This design comes from an exercise in tuning for small area on the open sky130 flow, not from production work. Only simulation tests tie the RTL to the original design; equivalence was not proved. Power and IR drop assume default switching activity.

==> 12-02: inputs <==
==> flow/design.v (excerpt) <==
module robotSenseTop (
	input  logic                     CLOCK_50,
	input  logic                     reset,
	input  logic [2*7-1:0] encoders,
	input  logic                     beaconSign,
	input  logic                     beaconSync,
	input  logic                     turretA,
	input  logic [4:0]               limits,
	input  logic                     startCord,
	input  logic [1:0]               keys,
	input  logic                     id,
	input  logic [20:0]              regWrite,
	input  logic [3:0]               regReadAddr,
	output logic [16-1:0]   regReadData,
	output logic                     int1,
	output logic                     int2,
	output logic [1:0]               auxOut
);
==> flow/config.mk <==
export PLATFORM = sky130hd
export DESIGN_NAME = robotSenseTop
export DESIGN_NICKNAME = robotSenseTop
export VERILOG_FILES = /design/flow/design.v
export SDC_FILE = /design/flow/constraint.sdc
export NUM_CORES = 4
export LEC_CHECK = 0
export CAP_MARGIN = 5
export CORE_MARGIN = 2
export CORE_UTILIZATION = 60
export SLEW_MARGIN = 5
export SYNTH_HIERARCHICAL = 1
==> flow/constraint.sdc <==
create_clock -name core_clock -period 20.0 [get_ports {CLOCK_50}]
set_input_delay 4.0000 -clock core_clock [delete_from_list [all_inputs] [get_ports {CLOCK_50}]]
set_output_delay 4.0000 -clock core_clock [all_outputs]
set_load 0.01 [all_outputs]
standard.sh (not shown) runs the stock make flow with config.mk's settings and CLKGATE_MAP_FILE= SYNTH_SCRIPT=/design/flow/synth_recipe.tcl, a recipe that flattens the netlist after the stock synthesis.
==> flow/flow/run.sh <==
#!/bin/bash
# Standard ORFS layout with three changes: an area-oriented ABC mapping script,
# a clock tree without dummy loads and with larger sink clusters, and the
# smallest buffer on each port.
set -euo pipefail
W=$(pwd)
rm -rf "$W/scripts_own"
cp -r "$FLOW_HOME/scripts" "$W/scripts_own"
cp "$W/flow/abc_area.script" "$W/scripts_own/abc_speed.script"
bash "$W/standard.sh" \
	SCRIPTS_DIR="$W/scripts_own" \
	"CTS_ARGS=-sink_clustering_enable -repair_clock_nets -dont_use_dummy_load -sink_clustering_size 16 -sink_clustering_max_diameter 80 -buf_list {sky130_fd_sc_hd__clkbuf_8 sky130_fd_sc_hd__clkbuf_16} -sink_clustering_buffer sky130_fd_sc_hd__clkbuf_8" \
	"BUFFER_PORTS_ARGS=-buffer_cell sky130_fd_sc_hd__buf_1" \
	finish > "$W/standard.log" 2>&1
==> flow/flow/abc_area.script <==
strash
dc2
dch
amap
==> 04-16 (differences from 12-02) <==
--- a/flow/design.v
+++ b/flow/design.v
@@ -88,102 +88,83 @@
 		assign carryA[i+1] = carryA[i] & countA[i];
 		assign carryB[i+1] = carryB[i] & countB[i];
 		if (i == 0) begin : gLow
 			assign nextA[i] = windowEnd ? rise[1] : countA[i] ^ carryA[i];
 			assign nextB[i] = windowEnd ? rise[0] : countB[i] ^ carryB[i];
 		end else begin : gHigh
-			assign nextA[i] = countA[i] ? ~(carryA[i] | windowEnd) : (carryA[i] & ~windowEnd);
-			assign nextB[i] = countB[i] ? ~(carryB[i] | windowEnd) : (carryB[i] & ~windowEnd);
+			assign nextA[i] = ~windowEnd & (countA[i] ^ carryA[i]);
+			assign nextB[i] = ~windowEnd & (countB[i] ^ carryB[i]);
 		end
 	end
 	assign sumCarry[0] = 1'b0;
 	for (genvar i = 0; i < 16; i++) begin : gSum
 		logic bitSum;
 		assign bitSum = countA[i] ^ countB[i] ^ sumCarry[i];
 		assign sumCarry[i+1] = (countA[i] & countB[i]) | (sumCarry[i] & (countA[i] ^ countB[i]));
 		if (i > 0) begin : gKeep
 			assign sumBits[i-1] = bitSum;
 		end
 	end
 	assign sumBits[16-1] = sumCarry[16];
-	always_ff @(posedge CLOCK_50) begin
-		if (windowEnd)
-			speed <= sumBits;
-	end
-	always_ff @(posedge CLOCK_50) begin
-		lastPins <= pinsNow;
-	end
 	always_ff @(posedge CLOCK_50 or posedge reset) begin
 		if (reset) begin
 			sync0 <= '0;
 			pinsNow <= '0;
+			lastPins <= '0;
 			countA <= '0;
 			countB <= '0;
+			speed <= '0;
 			forward <= 1'b0;
 		end else begin
 			sync0 <= pins;
 			pinsNow <= sync0;
+			lastPins <= pinsNow;
 			countA <= nextA;
 			countB <= nextB;
+			if (windowEnd)
+				speed <= sumBits;
 			if (rise[1])
 				forward <= pinsNow[0] ^ INVERT;
 		end
 	end
 endmodule
 `timescale 1ns/1ps
 module speedMeter (
 	input  logic                                  CLOCK_50,
 	input  logic                                  reset,
 	input  logic [2*7-1:0]               encoders,
 	input  logic         [16-1:0]        windowUnits,
 	input  logic                                  windowRestart,
-	output logic [7*(16+1)-1:0] speeds,
-	output logic                                  speedValid
+	output logic [7*(16+1)-1:0] speeds
 );
 	localparam logic [7-1:0] invertMask = 7'b0000110;
 	logic [6:0]             unitCycle;
 	logic [16-1:0] unitCount;
 	logic [16-1:0] unitsEff;
 	logic                   unitLast;
 	logic                   windowEnd;
 	assign unitsEff = {windowUnits[16-1:1], windowUnits[0] | (windowUnits == '0)};
-	localparam logic [6:0] cycleLast = 7'b1001011;
-	assign unitLast = (unitCycle == cycleLast);
+	assign unitLast = (unitCycle == 7'(100 - 1));
 	logic [16:0] borrow;
 	assign borrow[0] = unitLast;
 	for (genvar i = 0; i < 16; i++) begin : gCmp
 		assign borrow[i+1] = (unitCount[i] & ~unitsEff[i]) | (borrow[i] & (unitCount[i] | ~unitsEff[i]));
 	end
 	assign windowEnd = borrow[16];
-	logic                   windowClear;
-	logic                   cycleClear;
-	logic [6:0]             cycleNext;
-	logic [16:0]   unitCarry;
-	logic [16-1:0] unitNext;
-	assign windowClear = windowRestart | windowEnd;
-	assign cycleClear = windowClear | unitLast;
-	assign cycleNext = cycleClear ? 7'd0 : {unitCycle[5:0], ~(unitCycle[6] ^ unitCycle[5])};
-	assign unitCarry[0] = unitLast;
-	for (genvar i = 0; i < 16; i++) begin : gUnit
-		assign unitCarry[i+1] = unitCarry[i] & unitCount[i];
-		if (i == 0) begin : gLow
-			assign unitNext[i] = unitCount[i] ? (~unitCarry[i] | windowClear) : (unitCarry[i] | windowClear);
-		end else begin : gHigh
-			assign unitNext[i] = unitCount[i] ? ~(unitCarry[i] | windowClear) : (unitCarry[i] & ~windowClear);
-		end
-	end
 	always_ff @(posedge CLOCK_50 or posedge reset) begin
 		if (reset) begin
 			unitCycle <= '0;
 			unitCount <= 16'(1);
-			speedValid <= 1'b0;
+		end else if (windowRestart || windowEnd) begin
+			unitCycle <= '0;
+			unitCount <= 16'(1);
+		end else if (unitLast) begin
+			unitCycle <= '0;
+			unitCount <= unitCount + 1'b1;
 		end else begin
-			unitCycle <= cycleNext;
-			unitCount <= unitNext;
-			if (windowEnd)
-				speedValid <= 1'b1;
+			unitCycle <= unitCycle + 1'b1;
 		end
 	end
 	for (genvar i = 0; i < 7; i++) begin : gAxis
 		encoderChannel #(.INVERT(invertMask[i])) channel_i (
 			.CLOCK_50  (CLOCK_50),
 			.reset     (reset),
@@ -198,14 +179,13 @@
 module beaconCapture (
 	input  logic          CLOCK_50,
 	input  logic          reset,
 	input  logic          sign,
 	input  logic          sync,
 	input  logic          turretTick,
-	output robotSensePkg::beaconResult_t beacon,
-	output logic          beaconValid
+	output robotSensePkg::beaconResult_t beacon
 );
 	localparam int holdWidth = $clog2(20);
 	logic [2:0]             sync0;
 	logic [2:0]             inNow;
 	logic [1:0]             lastEdge;
 	logic                   signNow;
@@ -219,56 +199,45 @@
 	logic                   inReception;
 	logic                   inGlitch;
 	assign signNow = inNow[2];
 	assign syncRise = inNow[1] & ~lastEdge[1];
 	assign tickRise = inNow[0] & ~lastEdge[0];
 	assign holdDone = tickRise && (holdCount == holdWidth'(20 - 1));
-	logic [16:0]   angleCarry;
-	logic [16-1:0] angleNext;
-	logic [holdWidth:0]     holdCarry;
-	logic [holdWidth-1:0]   holdNext;
-	assign angleCarry[0] = tickRise;
-	for (genvar i = 0; i < 16; i++) begin : gAngle
-		assign angleCarry[i+1] = angleCarry[i] & angle[i];
-		assign angleNext[i] = angle[i] ? ~(angleCarry[i] | syncRise) : (angleCarry[i] & ~syncRise);
-	end
-	assign holdCarry[0] = tickRise;
-	for (genvar i = 0; i < holdWidth; i++) begin : gHold
-		assign holdCarry[i+1] = holdCarry[i] & holdCount[i];
-		assign holdNext[i] = holdCount[i] ? ~holdCarry[i] & inGlitch : holdCarry[i] & inGlitch;
-	end
 	always_ff @(posedge CLOCK_50 or posedge reset) begin
 		if (reset) begin
 			sync0 <= '0;
 			inNow <= '0;
+			lastEdge <= '0;
 			angle <= '0;
 			inReception <= 1'b0;
 			inGlitch <= 1'b0;
-			beacon.turn <= 1'b0;
-			beaconValid <= 1'b0;
+			holdCount <= '0;
+			beacon <= '0;
 		end else begin
 			sync0 <= {sign, sync, turretTick};
 			inNow <= sync0;
-			angle <= angleNext;
+			lastEdge <= inNow[1:0];
+			if (syncRise)
+				angle <= '0;
+			else if (tickRise)
+				angle <= angle + 1'b1;
 			inReception <= signNow;
 			inGlitch <= ~signNow & (inReception | (inGlitch & ~holdDone));
-			if (inGlitch && !signNow && holdDone)
-				beaconValid <= 1'b1;
+			if (inGlitch)
+				holdCount <= holdCount + tickRise;
+			else
+				holdCount <= '0;
+			if (inGlitch && !signNow && holdDone) begin
+				beacon.startAngle <= pendStart;
+				beacon.endAngle <= pendEnd;
+			end
 			if (syncRise)
 				beacon.turn <= ~beacon.turn;
 		end
 	end
 	always_ff @(posedge CLOCK_50) begin
-		if (inGlitch && !signNow && holdDone) begin
-			beacon.startAngle <= pendStart;
-			beacon.endAngle <= pendEnd;
-		end
-	end
-	always_ff @(posedge CLOCK_50) begin
-		lastEdge <= inNow[1:0];
-		holdCount <= holdNext;
 		if (!inReception && !inGlitch)
 			pendStart <= angle;
 		if (inReception)
 			pendEnd <= angle;
 	end
 endmodule
@@ -276,15 +245,13 @@
 module sensorRegs (
 	input  logic                           CLOCK_50,
 	input  logic                           reset,
 	input  robotSensePkg::regWrite_t                      regWrite,
 	input  robotSensePkg::regAddr_t                       regReadAddr,
 	input  logic [7*(16+1)-1:0]      speeds,
-	input  logic                           speedValid,
 	input  robotSensePkg::beaconResult_t                  beacon,
-	input  logic                           beaconValid,
 	input  robotSensePkg::limitSwitches_t                 limits,
 	input  logic                           startCord,
 	input  logic         [1:0]             keys,
 	input  logic                           id,
 	output logic         [16-1:0] regReadData,
 	output robotSensePkg::robotConfig_t                   robotConfig,
@@ -339,16 +306,13 @@
 		speeds[int'(robotSensePkg::AXIS_GRIPPER)*(16+1)],
 		speeds[int'(robotSensePkg::AXIS_RAKE_RIGHT)*(16+1)], speeds[int'(robotSensePkg::AXIS_RAKE_LEFT)*(16+1)],
 		speeds[int'(robotSensePkg::AXIS_PROP_RIGHT)*(16+1)], speeds[int'(robotSensePkg::AXIS_PROP_LEFT)*(16+1)],
 		idSync
 	};
 	logic [15:0] readSel;
-	logic        readHidden;
-	assign readHidden = (regReadAddr >= robotSensePkg::REG_SPEED0 && regReadAddr <= robotSensePkg::REG_SPEED6 && !speedValid)
-		|| ((regReadAddr == robotSensePkg::REG_BEACON_START || regReadAddr == robotSensePkg::REG_BEACON_END) && !beaconValid);
-	assign readSel = readHidden ? 16'd0 : 16'(1) << regReadAddr;
+	assign readSel = 16'(1) << regReadAddr;
 	always_comb begin
 		readWord = {16{readSel[robotSensePkg::REG_STATUS]}} & statusWord;
 		for (int a = 0; a < 7; a++) begin
 			readWord |= {16{readSel[int'(robotSensePkg::REG_SPEED0) + a]}}
 				& speeds[a*(16+1)+1 +: 16];
 		end
@@ -385,42 +349,36 @@
 	output logic [1:0]               auxOut
 );
 	logic [7*(16+1)-1:0]        speeds;
 	robotSensePkg::beaconResult_t                  beacon;
 	robotSensePkg::robotConfig_t                   robotConfig;
 	logic                           windowRestart;
-	logic                           speedValid;
-	logic                           beaconValid;
 	assign auxOut = robotConfig.auxOut;
 	speedMeter speedMeter_i (
 		.CLOCK_50      (CLOCK_50),
 		.reset         (reset),
 		.encoders      (encoders),
 		.windowUnits   (robotConfig.windowUnits),
 		.windowRestart (windowRestart),
-		.speeds        (speeds),
-		.speedValid    (speedValid)
+		.speeds        (speeds)
 	);
 	beaconCapture beaconCapture_i (
 		.CLOCK_50   (CLOCK_50),
 		.reset      (reset),
 		.sign       (beaconSign),
 		.sync       (beaconSync),
 		.turretTick (turretA),
-		.beacon     (beacon),
-		.beaconValid (beaconValid)
+		.beacon     (beacon)
 	);
 	sensorRegs sensorRegs_i (
 		.CLOCK_50      (CLOCK_50),
 		.reset         (reset),
 		.regWrite      (regWrite),
 		.regReadAddr   (robotSensePkg::regAddr_t'(regReadAddr)),
 		.speeds        (speeds),
-		.speedValid    (speedValid),
 		.beacon        (beacon),
-		.beaconValid   (beaconValid),
 		.limits        (limits),
 		.startCord     (startCord),
 		.keys          (keys),
 		.id            (id),
 		.regReadData   (regReadData),
 		.robotConfig   (robotConfig),
==> flow/run.sh (new file) <==
#!/bin/bash
# synth_recipe.tcl (not shown) runs the flow's synth.tcl, then flattens the netlist and writes it again
# the make line also repeats each setting of config.mk as NAME=value (left out here)
make -C /OpenROAD-flow-scripts/flow DESIGN_CONFIG=/design/flow/config.mk WORK_HOME=/design/flow/orfs CLKGATE_MAP_FILE= SYNTH_SCRIPT=/design/flow/synth_recipe.tcl finish
==> flow/config.mk (replaced) <==
export PLATFORM = sky130hd
export DESIGN_NAME = robotSenseTop
export DESIGN_NICKNAME = robotSenseTop
export VERILOG_FILES = /design/flow/design.v
export SDC_FILE = /design/flow/constraint.sdc
export NUM_CORES = 4
export LEC_CHECK = 0
export CAP_MARGIN = 20
export CORE_MARGIN = 2
export CORE_UTILIZATION = 40
export CTS_BUF_LIST = sky130_fd_sc_hd__clkbuf_8
export CTS_CLUSTER_SIZE = 30
export SLEW_MARGIN = 20
export SYNTH_HIERARCHICAL = 1
removed: flow/flow/run.sh
removed: flow/flow/abc_area.script
removed: flow/standard.sh
==> 12-08 (differences from 12-02) <==
--- a/flow/design.v
+++ b/flow/design.v
@@ -63,12 +63,13 @@
 	parameter bit INVERT = 1'b0
 ) (
 	input  logic                   CLOCK_50,
 	input  logic                   reset,
 	input  logic [1:0]             pins,
 	input  logic                   windowEnd,
+	input  logic                   countClear,
 	output logic [16-1:0] speed,
 	output logic                   forward
 );
 	logic [1:0]             sync0;
 	logic [1:0]             pinsNow;
 	logic [1:0]             lastPins;
@@ -85,17 +86,17 @@
 	assign carryA[0] = rise[1] & ~(&countA);
 	assign carryB[0] = rise[0] & ~(&countB);
 	for (genvar i = 0; i < 16; i++) begin : gCount
 		assign carryA[i+1] = carryA[i] & countA[i];
 		assign carryB[i+1] = carryB[i] & countB[i];
 		if (i == 0) begin : gLow
-			assign nextA[i] = windowEnd ? rise[1] : countA[i] ^ carryA[i];
-			assign nextB[i] = windowEnd ? rise[0] : countB[i] ^ carryB[i];
+			assign nextA[i] = countClear ? rise[1] : countA[i] ^ carryA[i];
+			assign nextB[i] = countClear ? rise[0] : countB[i] ^ carryB[i];
 		end else begin : gHigh
-			assign nextA[i] = countA[i] ? ~(carryA[i] | windowEnd) : (carryA[i] & ~windowEnd);
-			assign nextB[i] = countB[i] ? ~(carryB[i] | windowEnd) : (carryB[i] & ~windowEnd);
+			assign nextA[i] = countA[i] ? ~(carryA[i] | countClear) : (carryA[i] & ~countClear);
+			assign nextB[i] = countB[i] ? ~(carryB[i] | countClear) : (carryB[i] & ~countClear);
 		end
 	end
 	assign sumCarry[0] = 1'b0;
 	for (genvar i = 0; i < 16; i++) begin : gSum
 		logic bitSum;
 		assign bitSum = countA[i] ^ countB[i] ^ sumCarry[i];
@@ -109,24 +110,24 @@
 		if (windowEnd)
 			speed <= sumBits;
 	end
 	always_ff @(posedge CLOCK_50) begin
 		lastPins <= pinsNow;
 	end
+	always_ff @(posedge CLOCK_50) begin
+		countA <= nextA;
+		countB <= nextB;
+	end
 	always_ff @(posedge CLOCK_50 or posedge reset) begin
 		if (reset) begin
 			sync0 <= '0;
 			pinsNow <= '0;
-			countA <= '0;
-			countB <= '0;
 			forward <= 1'b0;
 		end else begin
 			sync0 <= pins;
 			pinsNow <= sync0;
-			countA <= nextA;
-			countB <= nextB;
 			if (rise[1])
 				forward <= pinsNow[0] ^ INVERT;
 		end
 	end
 endmodule
 `timescale 1ns/1ps
@@ -134,13 +135,14 @@
 	input  logic                                  CLOCK_50,
 	input  logic                                  reset,
 	input  logic [2*7-1:0]               encoders,
 	input  logic         [16-1:0]        windowUnits,
 	input  logic                                  windowRestart,
 	output logic [7*(16+1)-1:0] speeds,
-	output logic                                  speedValid
+	output logic                                  speedValid,
+	output logic                                  started
 );
 	localparam logic [7-1:0] invertMask = 7'b0000110;
 	logic [6:0]             unitCycle;
 	logic [16-1:0] unitCount;
 	logic [16-1:0] unitsEff;
 	logic                   unitLast;
@@ -150,60 +152,66 @@
 	assign unitLast = (unitCycle == cycleLast);
 	logic [16:0] borrow;
 	assign borrow[0] = unitLast;
 	for (genvar i = 0; i < 16; i++) begin : gCmp
 		assign borrow[i+1] = (unitCount[i] & ~unitsEff[i]) | (borrow[i] & (unitCount[i] | ~unitsEff[i]));
 	end
-	assign windowEnd = borrow[16];
+	assign windowEnd = borrow[16] & started;
 	logic                   windowClear;
 	logic                   cycleClear;
 	logic [6:0]             cycleNext;
 	logic [16:0]   unitCarry;
 	logic [16-1:0] unitNext;
-	assign windowClear = windowRestart | windowEnd;
+	assign windowClear = windowRestart | windowEnd | ~started;
 	assign cycleClear = windowClear | unitLast;
-	assign cycleNext = cycleClear ? 7'd0 : {unitCycle[5:0], ~(unitCycle[6] ^ unitCycle[5])};
+	assign cycleNext = !started ? 7'd1 : cycleClear ? 7'd0 : {unitCycle[5:0], ~(unitCycle[6] ^ unitCycle[5])};
 	assign unitCarry[0] = unitLast;
 	for (genvar i = 0; i < 16; i++) begin : gUnit
 		assign unitCarry[i+1] = unitCarry[i] & unitCount[i];
 		if (i == 0) begin : gLow
 			assign unitNext[i] = unitCount[i] ? (~unitCarry[i] | windowClear) : (unitCarry[i] | windowClear);
 		end else begin : gHigh
 			assign unitNext[i] = unitCount[i] ? ~(unitCarry[i] | windowClear) : (unitCarry[i] & ~windowClear);
 		end
 	end
+	always_ff @(posedge CLOCK_50) begin
+		unitCycle <= cycleNext;
+		unitCount <= unitNext;
+	end
 	always_ff @(posedge CLOCK_50 or posedge reset) begin
 		if (reset) begin
-			unitCycle <= '0;
-			unitCount <= 16'(1);
 			speedValid <= 1'b0;
+			started <= 1'b0;
 		end else begin
-			unitCycle <= cycleNext;
-			unitCount <= unitNext;
+			started <= 1'b1;
 			if (windowEnd)
 				speedValid <= 1'b1;
 		end
 	end
+	logic windowClearCounts;
+	assign windowClearCounts = windowEnd | ~started;
 	for (genvar i = 0; i < 7; i++) begin : gAxis
 		encoderChannel #(.INVERT(invertMask[i])) channel_i (
 			.CLOCK_50  (CLOCK_50),
 			.reset     (reset),
 			.pins      (encoders[2*i +: 2]),
 			.windowEnd (windowEnd),
+			.countClear (windowClearCounts),
 			.speed     (speeds[i*(16+1)+1 +: 16]),
 			.forward   (speeds[i*(16+1)])
 		);
 	end
 endmodule
 `timescale 1ns/1ps
 module beaconCapture (
 	input  logic          CLOCK_50,
 	input  logic          reset,
 	input  logic          sign,
 	input  logic          sync,
 	input  logic          turretTick,
+	input  logic          started,
 	output robotSensePkg::beaconResult_t beacon,
 	output logic          beaconValid
 );
 	localparam int holdWidth = $clog2(20);
 	logic [2:0]             sync0;
 	logic [2:0]             inNow;
@@ -223,35 +231,35 @@
 	assign tickRise = inNow[0] & ~lastEdge[0];
 	assign holdDone = tickRise && (holdCount == holdWidth'(20 - 1));
 	logic [16:0]   angleCarry;
 	logic [16-1:0] angleNext;
 	logic [holdWidth:0]     holdCarry;
 	logic [holdWidth-1:0]   holdNext;
+	logic                   angleClear;
+	assign angleClear = syncRise | ~started;
 	assign angleCarry[0] = tickRise;
 	for (genvar i = 0; i < 16; i++) begin : gAngle
 		assign angleCarry[i+1] = angleCarry[i] & angle[i];
-		assign angleNext[i] = angle[i] ? ~(angleCarry[i] | syncRise) : (angleCarry[i] & ~syncRise);
+		assign angleNext[i] = angle[i] ? ~(angleCarry[i] | angleClear) : (angleCarry[i] & ~angleClear);
 	end
 	assign holdCarry[0] = tickRise;
 	for (genvar i = 0; i < holdWidth; i++) begin : gHold
 		assign holdCarry[i+1] = holdCarry[i] & holdCount[i];
 		assign holdNext[i] = holdCount[i] ? ~holdCarry[i] & inGlitch : holdCarry[i] & inGlitch;
 	end
 	always_ff @(posedge CLOCK_50 or posedge reset) begin
 		if (reset) begin
 			sync0 <= '0;
 			inNow <= '0;
-			angle <= '0;
 			inReception <= 1'b0;
 			inGlitch <= 1'b0;
 			beacon.turn <= 1'b0;
 			beaconValid <= 1'b0;
 		end else begin
 			sync0 <= {sign, sync, turretTick};
 			inNow <= sync0;
-			angle <= angleNext;
 			inReception <= signNow;
 			inGlitch <= ~signNow & (inReception | (inGlitch & ~holdDone));
 			if (inGlitch && !signNow && holdDone)
 				beaconValid <= 1'b1;
 			if (syncRise)
 				beacon.turn <= ~beacon.turn;
@@ -261,12 +269,13 @@
 		if (inGlitch && !signNow && holdDone) begin
 			beacon.startAngle <= pendStart;
 			beacon.endAngle <= pendEnd;
 		end
 	end
 	always_ff @(posedge CLOCK_50) begin
+		angle <= angleNext;
 		lastEdge <= inNow[1:0];
 		holdCount <= holdNext;
 		if (!inReception && !inGlitch)
 			pendStart <= angle;
 		if (inReception)
 			pendEnd <= angle;
@@ -387,28 +396,31 @@
 	logic [7*(16+1)-1:0]        speeds;
 	robotSensePkg::beaconResult_t                  beacon;
 	robotSensePkg::robotConfig_t                   robotConfig;
 	logic                           windowRestart;
 	logic                           speedValid;
 	logic                           beaconValid;
+	logic                           started;
 	assign auxOut = robotConfig.auxOut;
 	speedMeter speedMeter_i (
 		.CLOCK_50      (CLOCK_50),
 		.reset         (reset),
 		.encoders      (encoders),
 		.windowUnits   (robotConfig.windowUnits),
 		.windowRestart (windowRestart),
 		.speeds        (speeds),
-		.speedValid    (speedValid)
+		.speedValid    (speedValid),
+		.started       (started)
 	);
 	beaconCapture beaconCapture_i (
 		.CLOCK_50   (CLOCK_50),
 		.reset      (reset),
 		.sign       (beaconSign),
 		.sync       (beaconSync),
 		.turretTick (turretA),
+		.started    (started),
 		.beacon     (beacon),
 		.beaconValid (beaconValid)
 	);
 	sensorRegs sensorRegs_i (
 		.CLOCK_50      (CLOCK_50),
 		.reset         (reset),
==> flow/flow/run.sh (replaced) <==
#!/bin/bash
# Standard ORFS layout with three changes: an area-oriented ABC mapping script,
# a clock tree without dummy loads and with larger sink clusters, and the
# smallest buffer on each port.
set -euo pipefail
W=$(pwd)
rm -rf "$W/scripts_own"
cp -r "$FLOW_HOME/scripts" "$W/scripts_own"
cp "$W/flow/abc_area.script" "$W/scripts_own/abc_speed.script"
bash "$W/standard.sh" \
	SCRIPTS_DIR="$W/scripts_own" \
	"CTS_ARGS=-sink_clustering_enable -repair_clock_nets -dont_use_dummy_load -sink_clustering_size 18 -sink_clustering_max_diameter 60 -buf_list {sky130_fd_sc_hd__clkbuf_8 sky130_fd_sc_hd__clkbuf_16} -sink_clustering_buffer sky130_fd_sc_hd__clkbuf_8" \
	"BUFFER_PORTS_ARGS=-buffer_cell sky130_fd_sc_hd__buf_1" \
	finish > "$W/standard.log" 2>&1
==> flow/config.mk (replaced) <==
export PLATFORM = sky130hd
export DESIGN_NAME = robotSenseTop
export DESIGN_NICKNAME = robotSenseTop
export VERILOG_FILES = /design/flow/design.v
export SDC_FILE = /design/flow/constraint.sdc
export NUM_CORES = 4
export LEC_CHECK = 0
export CAP_MARGIN = 20
export CORE_MARGIN = 2
export CORE_UTILIZATION = 40
export SLEW_MARGIN = 20
export SYNTH_HIERARCHICAL = 1
==> comparison table <==
                                                           04-16      12-02      12-08
Status                          no timing/DRC/antenna violations  no timing/DRC/antenna violations  no timing/DRC/antenna violations
Net Switching                                           853.2 uW   708.3 uW   440.2 uW
Number of well taps                                          864        518        704
Drt wl/cell                                             19.86 um   20.41 um   18.67 um
Layout Utilization                                        45.78%     65.27%     43.87%
Power dissipated in sequential cells                     1450 uW    1480 uW    1240 uW
Compound-gate portion of the synthesized area             3.438%     9.900%     10.02%
Required time reported for the critical path endpoint   20.58 ns   20.41 ns   20.40 ns
Total detailed-routing wirelength                       59410 um   51770 um   50880 um
Clk network pwr share                                      35.5%      22.7%      29.7%
Number of buffers created by CTS                              98         41         43
Area of the mapped netlist                             26670 um2  23370 um2  22090 um2
Total area of multi-input combinational cells          11750 um2   7751 um2   7805 um2
Placed wire-length estimate after detailed placement    42700 um   37460 um   37510 um

[port drivers added, routing unchanged]
No port has a modelled driver above. Below, the same layouts with a new extraction and two added sets of constraints. Step 1, drivers: a clkbuf_16 drives CLOCK_50 and a buf_2 each remaining input, both assumed. Step 2 adds t to the input delays and takes it off the output delays; t is the mean of the earliest and latest rising clock arrival at the registers after step 1. Input paths then give back, and output paths get back, about the clock's delay inside the block. Three values: ideal ports, drivers, drivers and shift; two values: the first two.
run	shift t [ns]	setup slack, ns	worst setup path after step 2	worst data-port slew with drivers (ns)	pins driven straight from the clock port
12-02	0.580	12.523 / 12.523 / 12.523	register to register	0.05	1
04-16	0.730	13.210 / 13.210 / 13.210	register to register	0.08	1
12-08	0.585	12.588 / 12.588 / 12.588	register to register	0.06	1
After both steps every run listed still meets setup and hold.
